Background: an optimization exercise with open tools, aiming at small area. Do not read the settings as production practice.
No functional check of the RTL was part of this run.
No activity file was given, so power comes from the tool's default toggle rates.

==> flow/design.v <==
package term_pkg;
   typedef logic [15:0] term_addr_t;
   typedef logic [31:0] reg_addr_t;
   typedef logic [15:0] reg_data_t;
   typedef logic [31:0] mem_word_t;
   typedef logic [29:0] mem_addr_t;
   typedef logic [5:0]  burst_len_t;
   typedef enum logic [2:0] {
      mem_write = 3'd0,
      mem_read  = 3'd1
   } mem_instr_t;
   localparam term_addr_t TERM_DRAM      = 16'h0010;
   localparam term_addr_t TERM_DRAM_CTRL = 16'h0011;
   localparam term_addr_t TERM_DUMMY     = 16'h0012;
   localparam reg_data_t DUMMY_VALUE = 16'h9988;
   localparam reg_addr_t CTRL_REG_STATUS    = 32'd0;
   localparam reg_addr_t CTRL_REG_SCRATCH   = 32'd1;
   localparam reg_addr_t CTRL_REG_CMD_COUNT = 32'd2;
endpackage
`timescale 1ns/1ns
module term_router (
   input  term_pkg::term_addr_t term_addr,
   input  logic                 read_mode,
   input  logic                 read_req,
   input  logic                 read,
   input  logic                 write_mode,
   input  logic                 write,
   input  term_pkg::reg_data_t  dram_datao,
   input  term_pkg::reg_data_t  ctrl_datao,
   input  logic                 dram_read_rdy,
   input  logic                 dram_write_rdy,
   output logic                 dram_read_mode,
   output logic                 dram_read_req,
   output logic                 dram_read,
   output logic                 dram_write_mode,
   output logic                 dram_write,
   output logic                 ctrl_write,
   output term_pkg::reg_data_t  reg_datao,
   output logic                 read_rdy,
   output logic                 write_rdy,
   output term_pkg::reg_data_t  transfer_status
);
   logic sel_dram;
   logic sel_ctrl;
   assign sel_dram = (term_addr == term_pkg::TERM_DRAM);
   assign sel_ctrl = (term_addr == term_pkg::TERM_DRAM_CTRL);
   assign dram_read_mode  = sel_dram & read_mode;
   assign dram_read_req   = sel_dram & read_req;
   assign dram_read       = sel_dram & read;
   assign dram_write_mode = sel_dram & write_mode;
   assign dram_write      = sel_dram & write;
   assign ctrl_write      = sel_ctrl & write_mode & write;
   assign transfer_status = '0;
   always_comb begin
      reg_datao = '0;
      read_rdy  = 1'b1;
      write_rdy = 1'b1;
      case (term_addr)
         term_pkg::TERM_DRAM: begin
            reg_datao = dram_datao;
            read_rdy  = dram_read_rdy;
            write_rdy = dram_write_rdy;
         end
         term_pkg::TERM_DRAM_CTRL: reg_datao = ctrl_datao;
         term_pkg::TERM_DUMMY:     reg_datao = term_pkg::DUMMY_VALUE;
         default:        reg_datao = '0;
      endcase
   end
endmodule
`timescale 1ns/1ns
module dram_bridge (
   input  logic                 ifclk,
   input  logic                 rst,
   input  logic                 read_mode,
   input  logic                 read_req,
   input  logic                 read,
   input  logic                 write_mode,
   input  logic                 write,
   input  term_pkg::reg_addr_t  reg_addr,
   input  term_pkg::reg_data_t  reg_datai,
   input  logic                 cmd_full,
   input  logic                 rd_empty,
   input  term_pkg::mem_word_t  rd_data,
   input  logic                 calib_done,
   output term_pkg::reg_data_t  reg_datao,
   output logic                 read_rdy,
   output logic                 write_rdy,
   output logic                 cmd_en,
   output term_pkg::mem_instr_t cmd_instr,
   output term_pkg::burst_len_t cmd_bl,
   output term_pkg::mem_addr_t  cmd_byte_addr,
   output logic                 wr_en,
   output term_pkg::mem_word_t  wr_data,
   output logic                 rd_en
);
   typedef enum logic [2:0] {
      st_idle,
      st_wr_low,
      st_wr_issue,
      st_rd_issue,
      st_rd_wait,
      st_rd_high
   } state_t;
   state_t    state;
   state_t    state_cur;
   logic      write_mode_q;
   logic      read_mode_q;
   logic      wr_start;
   logic      rd_start;
   logic      resume;
   logic      high_req;
   logic      addr_step;
   logic      rdy_set;
   logic      rdy_q;
   logic      half_q;
   term_pkg::mem_addr_t addr_q;
   term_pkg::mem_addr_t addr_base;
   term_pkg::mem_word_t wr_word;
   term_pkg::mem_word_t rd_word;
   assign wr_start = write_mode & ~write_mode_q;
   assign rd_start = read_mode & ~read_mode_q;
   assign resume   = reg_addr[1] &
                     ((wr_start & (state == st_wr_low)) | (rd_start & (state == st_rd_high)));
   always_comb begin
      state_cur = state;
      if ((wr_start || rd_start) && !resume &&
          (state == st_wr_low || state == st_rd_high))
         state_cur = st_idle;
   end
   assign high_req  = (state_cur == st_rd_high) & read_mode & read_req;
   assign addr_step = (state_cur == st_wr_issue) | high_req;
   assign addr_base = (wr_start || rd_start) ? {reg_addr[29:2], 2'b00} : addr_q;
   assign rdy_set   = rd_en | high_req;
   assign cmd_en        = (state == st_wr_issue) | ((state == st_rd_issue) & ~cmd_full);
   assign cmd_instr     = (state == st_rd_issue) ? term_pkg::mem_read : term_pkg::mem_write;
   assign cmd_bl        = '0;
   assign cmd_byte_addr = addr_q;
   assign wr_en         = (state == st_wr_issue);
   assign wr_data       = wr_word;
   assign rd_en         = (state == st_rd_wait) & ~rd_empty;
   assign write_rdy = calib_done & ~cmd_full & ((state == st_idle) | (state == st_wr_low));
   assign read_rdy  = rdy_q;
   assign reg_datao = half_q ? rd_word[31:16] : rd_word[15:0];
   always_ff @(posedge ifclk) begin
      if (rst) begin
         state        <= st_idle;
         write_mode_q <= 1'b0;
         read_mode_q  <= 1'b0;
         rdy_q        <= 1'b0;
      end else begin
         write_mode_q <= write_mode;
         read_mode_q  <= read_mode;
         if (!read_mode)
            rdy_q <= 1'b0;
         else if (rdy_set)
            rdy_q <= 1'b1;
         else if (read)
            rdy_q <= 1'b0;
         state <= state_cur;
         case (state_cur)
            st_idle: begin
               if (write)
                  state <= st_wr_low;
               else if (read_mode && read_req)
                  state <= st_rd_issue;
            end
            st_wr_low: begin
               if (write)
                  state <= st_wr_issue;
            end
            st_wr_issue: state <= st_idle;
            st_rd_issue: begin
               if (!cmd_full)
                  state <= st_rd_wait;
            end
            st_rd_wait: begin
               if (!rd_empty)
                  state <= st_rd_high;
            end
            st_rd_high: begin
               if (high_req)
                  state <= st_idle;
            end
            default: state <= st_idle;
         endcase
      end
   end
   always_ff @(posedge ifclk) begin
      addr_q <= addr_base + (addr_step ? term_pkg::mem_addr_t'(4) : term_pkg::mem_addr_t'(0));
      if (state_cur == st_idle && write)
         wr_word[15:0] <= reg_datai;
      if (state_cur == st_wr_low && write)
         wr_word[31:16] <= reg_datai;
      if (rd_en)
         rd_word <= rd_data;
      if (rdy_set)
         half_q <= high_req;
   end
endmodule
`timescale 1ns/1ns
module dram_ctrl_term (
   input  logic                ifclk,
   input  logic                rst,
   input  logic                write,
   input  term_pkg::reg_addr_t reg_addr,
   input  term_pkg::reg_data_t reg_datai,
   input  logic                calib_done,
   input  logic                cmd_en,
   output term_pkg::reg_data_t reg_datao
);
   term_pkg::reg_data_t scratch;
   term_pkg::reg_data_t cmd_count;
   always_ff @(posedge ifclk) begin
      if (rst) begin
         scratch   <= '0;
         cmd_count <= '0;
      end else begin
         if (write && reg_addr == term_pkg::CTRL_REG_SCRATCH)
            scratch <= reg_datai;
         if (write && reg_addr == term_pkg::CTRL_REG_CMD_COUNT)
            cmd_count <= '0;
         else if (cmd_en)
            cmd_count <= cmd_count + 1'b1;
      end
   end
   always_comb begin
      case (reg_addr)
         term_pkg::CTRL_REG_STATUS:    reg_datao = {15'd0, calib_done};
         term_pkg::CTRL_REG_SCRATCH:   reg_datao = scratch;
         term_pkg::CTRL_REG_CMD_COUNT: reg_datao = cmd_count;
         default:            reg_datao = '0;
      endcase
   end
endmodule
`timescale 1ns/1ns
module mem_port_model #(
   parameter int MEM_WORDS    = 64,
   parameter int CALIB_CYCLES = 16,
   parameter int QUEUE_DEPTH  = 4
) (
   input  logic                 ifclk,
   input  logic                 rst,
   input  logic                 cmd_en,
   input  term_pkg::mem_instr_t cmd_instr,
   input  term_pkg::burst_len_t cmd_bl,
   input  term_pkg::mem_addr_t  cmd_byte_addr,
   input  logic                 wr_en,
   input  term_pkg::mem_word_t  wr_data,
   input  logic                 rd_en,
   output logic                 cmd_full,
   output term_pkg::mem_word_t  rd_data,
   output logic                 rd_empty,
   output logic                 calib_done
);
   localparam int WORD_AW = $clog2(MEM_WORDS);
   localparam int PTR_W   = $clog2(QUEUE_DEPTH);
   localparam int CAL_W   = $clog2(CALIB_CYCLES + 1);
   localparam int WQ = 0;
   localparam int RQ = 1;
   logic [CAL_W-1:0]   calib_cnt;
   logic               cmd_valid;
   term_pkg::mem_instr_t         cmd_instr_q;
   term_pkg::mem_addr_t          cmd_addr_q;
   logic [WORD_AW-1:0] word_idx;
   logic               exec_write;
   logic               exec_read;
   term_pkg::mem_word_t          ram [MEM_WORDS];
   term_pkg::mem_word_t          q_mem [2][QUEUE_DEPTH];
   logic [PTR_W-1:0]   q_wptr [2];
   logic [PTR_W-1:0]   q_rptr [2];
   logic [PTR_W:0]     q_count [2];
   logic [1:0]         q_push;
   logic [1:0]         q_pop;
   term_pkg::mem_word_t          q_din [2];
   always_ff @(posedge ifclk) begin
      if (rst) begin
         calib_cnt  <= '0;
         calib_done <= 1'b0;
      end else if (!calib_done) begin
         if (calib_cnt == CAL_W'(CALIB_CYCLES - 1))
            calib_done <= 1'b1;
         calib_cnt <= calib_cnt + 1'b1;
      end
   end
   always_ff @(posedge ifclk) begin
      if (rst)
         cmd_valid <= 1'b0;
      else
         cmd_valid <= cmd_en;
   end
   always_ff @(posedge ifclk) begin
      if (cmd_en) begin
         cmd_instr_q <= cmd_instr;
         cmd_addr_q  <= cmd_byte_addr;
      end
   end
   assign cmd_full   = ~calib_done | cmd_valid;
   assign word_idx   = cmd_addr_q[WORD_AW+1:2];
   assign exec_write = cmd_valid & (cmd_instr_q == term_pkg::mem_write);
   assign exec_read  = cmd_valid & (cmd_instr_q == term_pkg::mem_read);
   assign q_push[WQ] = wr_en;
   assign q_din[WQ]  = wr_data;
   assign q_pop[WQ]  = exec_write;
   assign q_push[RQ] = exec_read;
   assign q_din[RQ]  = ram[word_idx];
   assign q_pop[RQ]  = rd_en;
   always_ff @(posedge ifclk) begin
      for (int i = 0; i < 2; i++) begin
         if (rst) begin
            q_wptr[i]  <= '0;
            q_rptr[i]  <= '0;
            q_count[i] <= '0;
         end else begin
            if (q_push[i])
               q_wptr[i] <= q_wptr[i] + 1'b1;
            if (q_pop[i])
               q_rptr[i] <= q_rptr[i] + 1'b1;
            if (q_push[i] && !q_pop[i])
               q_count[i] <= q_count[i] + 1'b1;
            else if (q_pop[i] && !q_push[i])
               q_count[i] <= q_count[i] - 1'b1;
         end
      end
   end
   always_ff @(posedge ifclk) begin
      for (int i = 0; i < 2; i++) begin
         if (q_push[i])
            q_mem[i][q_wptr[i]] <= q_din[i];
      end
      if (exec_write)
         ram[word_idx] <= q_mem[WQ][q_rptr[WQ]];
   end
   assign rd_data  = q_mem[RQ][q_rptr[RQ]];
   assign rd_empty = (q_count[RQ] == '0);
endmodule
`timescale 1ns/1ns
module host_terminal_top #(
   parameter int MEM_WORDS    = 64,
   parameter int CALIB_CYCLES = 16,
   parameter int QUEUE_DEPTH  = 4
) (
   input  logic                 ifclk,
   input  logic                 rst,
   input  term_pkg::term_addr_t term_addr,
   input  term_pkg::reg_addr_t  reg_addr,
   input  logic [31:0]          len,
   input  logic                 read_mode,
   input  logic                 read_req,
   input  logic                 read,
   input  logic                 write_mode,
   input  logic                 write,
   input  term_pkg::reg_data_t  reg_datai,
   output term_pkg::reg_data_t  reg_datao,
   output logic                 read_rdy,
   output logic                 write_rdy,
   output term_pkg::reg_data_t  transfer_status
);
   logic       dram_read_mode;
   logic       dram_read_req;
   logic       dram_read;
   logic       dram_write_mode;
   logic       dram_write;
   logic       ctrl_write;
   term_pkg::reg_data_t  dram_datao;
   term_pkg::reg_data_t  ctrl_datao;
   logic       dram_read_rdy;
   logic       dram_write_rdy;
   logic       cmd_en;
   term_pkg::mem_instr_t cmd_instr;
   term_pkg::burst_len_t cmd_bl;
   term_pkg::mem_addr_t  cmd_byte_addr;
   logic       wr_en;
   term_pkg::mem_word_t  wr_data;
   logic       rd_en;
   logic       cmd_full;
   term_pkg::mem_word_t  rd_data;
   logic       rd_empty;
   logic       calib_done;
   term_router term_router_i (
      .term_addr       (term_addr),
      .read_mode       (read_mode),
      .read_req        (read_req),
      .read            (read),
      .write_mode      (write_mode),
      .write           (write),
      .dram_datao      (dram_datao),
      .ctrl_datao      (ctrl_datao),
      .dram_read_rdy   (dram_read_rdy),
      .dram_write_rdy  (dram_write_rdy),
      .dram_read_mode  (dram_read_mode),
      .dram_read_req   (dram_read_req),
      .dram_read       (dram_read),
      .dram_write_mode (dram_write_mode),
      .dram_write      (dram_write),
      .ctrl_write      (ctrl_write),
      .reg_datao       (reg_datao),
      .read_rdy        (read_rdy),
      .write_rdy       (write_rdy),
      .transfer_status (transfer_status)
   );
   dram_bridge dram_bridge_i (
      .ifclk         (ifclk),
      .rst           (rst),
      .read_mode     (dram_read_mode),
      .read_req      (dram_read_req),
      .read          (dram_read),
      .write_mode    (dram_write_mode),
      .write         (dram_write),
      .reg_addr      (reg_addr),
      .reg_datai     (reg_datai),
      .cmd_full      (cmd_full),
      .rd_empty      (rd_empty),
      .rd_data       (rd_data),
      .calib_done    (calib_done),
      .reg_datao     (dram_datao),
      .read_rdy      (dram_read_rdy),
      .write_rdy     (dram_write_rdy),
      .cmd_en        (cmd_en),
      .cmd_instr     (cmd_instr),
      .cmd_bl        (cmd_bl),
      .cmd_byte_addr (cmd_byte_addr),
      .wr_en         (wr_en),
      .wr_data       (wr_data),
      .rd_en         (rd_en)
   );
   dram_ctrl_term dram_ctrl_term_i (
      .ifclk      (ifclk),
      .rst        (rst),
      .write      (ctrl_write),
      .reg_addr   (reg_addr),
      .reg_datai  (reg_datai),
      .calib_done (calib_done),
      .cmd_en     (cmd_en),
      .reg_datao  (ctrl_datao)
   );
   mem_port_model #(
      .MEM_WORDS    (MEM_WORDS),
      .CALIB_CYCLES (CALIB_CYCLES),
      .QUEUE_DEPTH  (QUEUE_DEPTH)
   ) mem_port_model_i (
      .ifclk         (ifclk),
      .rst           (rst),
      .cmd_en        (cmd_en),
      .cmd_instr     (cmd_instr),
      .cmd_bl        (cmd_bl),
      .cmd_byte_addr (cmd_byte_addr),
      .wr_en         (wr_en),
      .wr_data       (wr_data),
      .rd_en         (rd_en),
      .cmd_full      (cmd_full),
      .rd_data       (rd_data),
      .rd_empty      (rd_empty),
      .calib_done    (calib_done)
   );
endmodule
==> flow/run.sh <==
#!/bin/bash
# synth_recipe.tcl (not shown) runs the flow's synth.tcl, then flattens the netlist and writes it again
# the make line also repeats each setting of config.mk as NAME=value (left out here)
make -C /OpenROAD-flow-scripts/flow DESIGN_CONFIG=/design/flow/config.mk WORK_HOME=/design/flow/orfs CLKGATE_MAP_FILE= SYNTH_SCRIPT=/design/flow/synth_recipe.tcl finish
==> flow/config.mk <==
export PLATFORM = sky130hd
export DESIGN_NAME = host_terminal_top
export DESIGN_NICKNAME = host_terminal_top
export VERILOG_FILES = /design/flow/design.v
export SDC_FILE = /design/flow/constraint.sdc
export NUM_CORES = 4
export LEC_CHECK = 0
export CAP_MARGIN = 20
export CORE_MARGIN = 2
export CORE_UTILIZATION = 40
export SLEW_MARGIN = 20
==> flow/constraint.sdc <==
create_clock -name core_clock -period 8.0 [get_ports {ifclk}]
set_input_delay 1.6000 -clock core_clock [delete_from_list [all_inputs] [get_ports {ifclk}]]
set_output_delay 1.6000 -clock core_clock [all_outputs]
set_load 0.01 [all_outputs]
==> results.txt <==
Boundary Pins=137; Leak=31.2 nW; Max FO, Critical Path=31; Async SR Flop Fraction=0; Flop pwr share=0.562; gr ovfl total=0; cell mode on critical path=clkdlybuf4s50_1; PD cells=233 mW/mm²; post-route clock period utilization=0.822; Crit path largest cell delay=0.96 ns; vias in the first global route=44,400; CTS Hold Bufs=0; critical-path cell list=clkdlybuf4s50_1 -> nor4_1 -> and4_1 -> and3_1 -> a22oi_1 -> o22ai_1 -> clkdlybuf4s50_1; First DRT Iteration DRCs=5,314; Fin Setup TNS=0 ns; Net Sw Power=0.00473 W; WP buf/inv=2; final setup vio count=0; max-slew violations=0; Clock Sink Count=2,446; CTS tree=built; share of layout cells above drive strength 1=0.247; worst clock skew=0.0328 ns; Core ar.=0.232 mm²; CP Capture Type=output pin; die area=0.237 mm²; Post-DP HPWL=126 mm; Synth Flop Type=edfxtp_1; sequential share of the synthesized area=0.781; status=complete, no violations; Hold Crit Class=reg -> reg; clk buf depth=3; Ys Warns=8; initial antenna violation count=14; crit path kind=in -> out; #FFs+latches synth=2,446; syn_area_per_cell=22.5 µm²; Avg Vias per Cell=5.78; most frequent cells in the layout=edfxtp_1 (2,376), mux4_2 (576), clkbuf_16 (239); first-pass GRT wire length=328 mm; Area after DPL=0.0984 mm²; clock latency on the worst-skew pair=0.89 ns; slew margin rel.=0.195; most common cell after layout, fill and taps aside=edfxtp_1; H-Tree Level Count=4; Post-Route WL=231 mm; critical path arrival=4.98 ns; Comb pwr share=0.003; Max Fclk=152 MHz; wire per inst=30.3 µm; DRT Pass-1 Iters=7; TritonCTS Buffers=237; area of the mapped netlist=0.0932 mm²; VDD IR-drop max=0.000215 V; RSZ-0062 raised after global routing=false; delay-heaviest family, CP=simple AND/OR/NAND/NOR gates; initial core utilization=0.401; synthesized netlist cell count=4,135; gr usage total=0.194; Remaining DRCs=0; Clock Pin Slew Worst Setup and Hold Paths=0.06 ns; Die Span Y=487 µm; total number of vias=44,100; CTS root buffer=clkbuf_16; Crit path required time=6.40 ns; largest net degree at the start of global routing=111; DRT antenna net count=0; Post-synth EDFFs=2,376; Area Growth Syn to Fin=13.5%; Pint=0.0199 W; number of setup buffers added after CTS=0; Finished Cell Area=0.106 mm²; post_cts resized=0; Die W=487 µm; sw frac=0.192; max-cap viol count=0; row cnt=177; clock share of power=0.435; nets=4,504; GPL Wtd Cong=0.816; non-filler instance count after layout=7,634; Post-Place Cells=7,190; final hold violations=0; final core occ=0.456; nature of the critical path startpoint=primary input; min cycle time layout=6.58 ns; worst-margin pin slew=1.21 ns; Fillers=19,100; # port buffers=88; Slowest cell on crit path=and3_1; unique cell type count in the Yosys netlist=57
## kinds of logic after synthesis
family	share of synthesized area
compound gates	0.0200
xor+xnor	0.00310
fa+ha+maj	0.00209
buf+inv	0.0141
flops	0.781
mux	0.163
other cells	0.0000402
simple gates	0.0166
## state kept, by name, summed over array words and instances, names as in the netlist, 3 cells and up, named ones only
signal                       flops
dram_bridge_i.addr_q             6
dram_bridge_i.rd_word           32
dram_bridge_i.state              3
dram_bridge_i.wr_word           32
dram_ctrl_term_i.cmd_count      16
dram_ctrl_term_i.scratch        16
mem_port_model_i.calib_cnt       5
mem_port_model_i.cmd_addr_q      6
mem_port_model_i.q_count         3
mem_port_model_i.q_mem         256
mem_port_model_i.q_rptr          4
mem_port_model_i.q_wptr          4
mem_port_model_i.ram          2048
## Yosys cell counts, types with 11 or more instances
master    number  area [µm²]
a21oi_1       67         335
a22oi_1       79         593
edfxtp_1    2376       71300
dfxtp_1       70        1400
xor2_1        21         184
buf_4         22         165
buf_1         33         124
nor2b_1       11        68.8
nor2_1       114         428
xnor2_1       12         105
o21ai_0       18        90.1
buf_6         30         338
buf_2         51         255
nor4_1        11        68.8
mux4_2       576       13000
or4_1         32         240
nand3_1       36         180
o22ai_1      106         663
ha_1          14         175
inv_1         15        56.3
mux2_2        14         158
nand2_1       24        90.1
clkbuf_1      99         372
mux2i_1      208        2080
## area by class of cell
class,count,area [µm²],share of cell area
timing repair buffer,233,2080,0.0197
sequential,2446,72800,0.688
clock buffer,300,6230,0.0589
multi-input combinational,1453,19700,0.186
tap,3043,3810,0.0360
clock inverter,137,1160,0.0109
inverter,15,56.3,0.000532
antenna,7,17.5,0.000166
## power by group through the flow
stage / logic (W) / registers [W] / clock network, W
2_1_floorplan: 0.0000202 / 0.0141 / 0
3_3_place_gp: 0.0000652 / 0.0141 / 0
3_5_place_dp: 0.0000648 / 0.0141 / 0
4_1_cts: 0.0000657 / 0.0138 / 0.0109
5_1_grt: 0.0000693 / 0.0138 / 0.0114
6_report: 0.0000655 / 0.0138 / 0.0107
## final timing paths
kind / start / to / slack [ns] / depth (start not counted)
hold reg to reg: dram_ctrl_term_i.scratch[3] / dram_ctrl_term_i.scratch[3] / 0.48 / 2
setup reg to reg: flop / mem_port_model_i.q_mem[5][14] / 3.83 / 6
hold / removal: dram_ctrl_term_i.scratch[3] / dram_ctrl_term_i.scratch[3] / 0.48 / 2
setup / recovery: reg_addr[3] / reg_datao[6] / 1.42 / 7
## metal layers
metal,track usage,share of wire,up-vias
li1,-,-,18000
met1,0.271,0.42,24100
met2,0.316,0.49,1627
met3,0.0303,0.068,324
met4,0.0584,0.027,10
met5,0,0.00035,-
## worst min-delay path, cell delays in order (launching register included)
cell and delay (ns):
dfxtp_1 0.31, o21ai_0 0.07, a21oi_1 0.06
## metrics by stage
stage	total power, W	setup WS [ns]	hold WS, ns
after global routing	0.0253	1.15	0.503
after floorplan	0.0141	3.16	0.421
after CTS	0.0248	1.42	0.474
final	0.0246	1.42	0.477
after global placement	0.0142	1.45	0.468
after detailed placement	0.0142	1.43	0.466

[what the ideal ports hide]
The results above use ideal ports. As a check the final layout listed here was re-extracted and re-timed, cells and wires unchanged.
Step 1: set_driving_cell puts a clkbuf_16 on ifclk and a buf_2 on each other input, an assumption about the parent block.
Step 2 also shifts input and output timing later by t, the mid clock arrival at the registers, as if the neighbouring blocks saw the same clock.
Three values: ideal ports, drivers, drivers and shift; two values: the first two.
shift t [ns]: 0.952
setup WS [ns]: 1.424 / 1.401 / 1.401
hold WS [ns]: 0.477 / 0.477 / 0.477
worst slew at a driven data input, ns: 0.04
After both steps setup and hold are still met in this run. For this run, drivers alone change the setup slack by -0.023 ns; drivers and shift together by -0.023 ns.
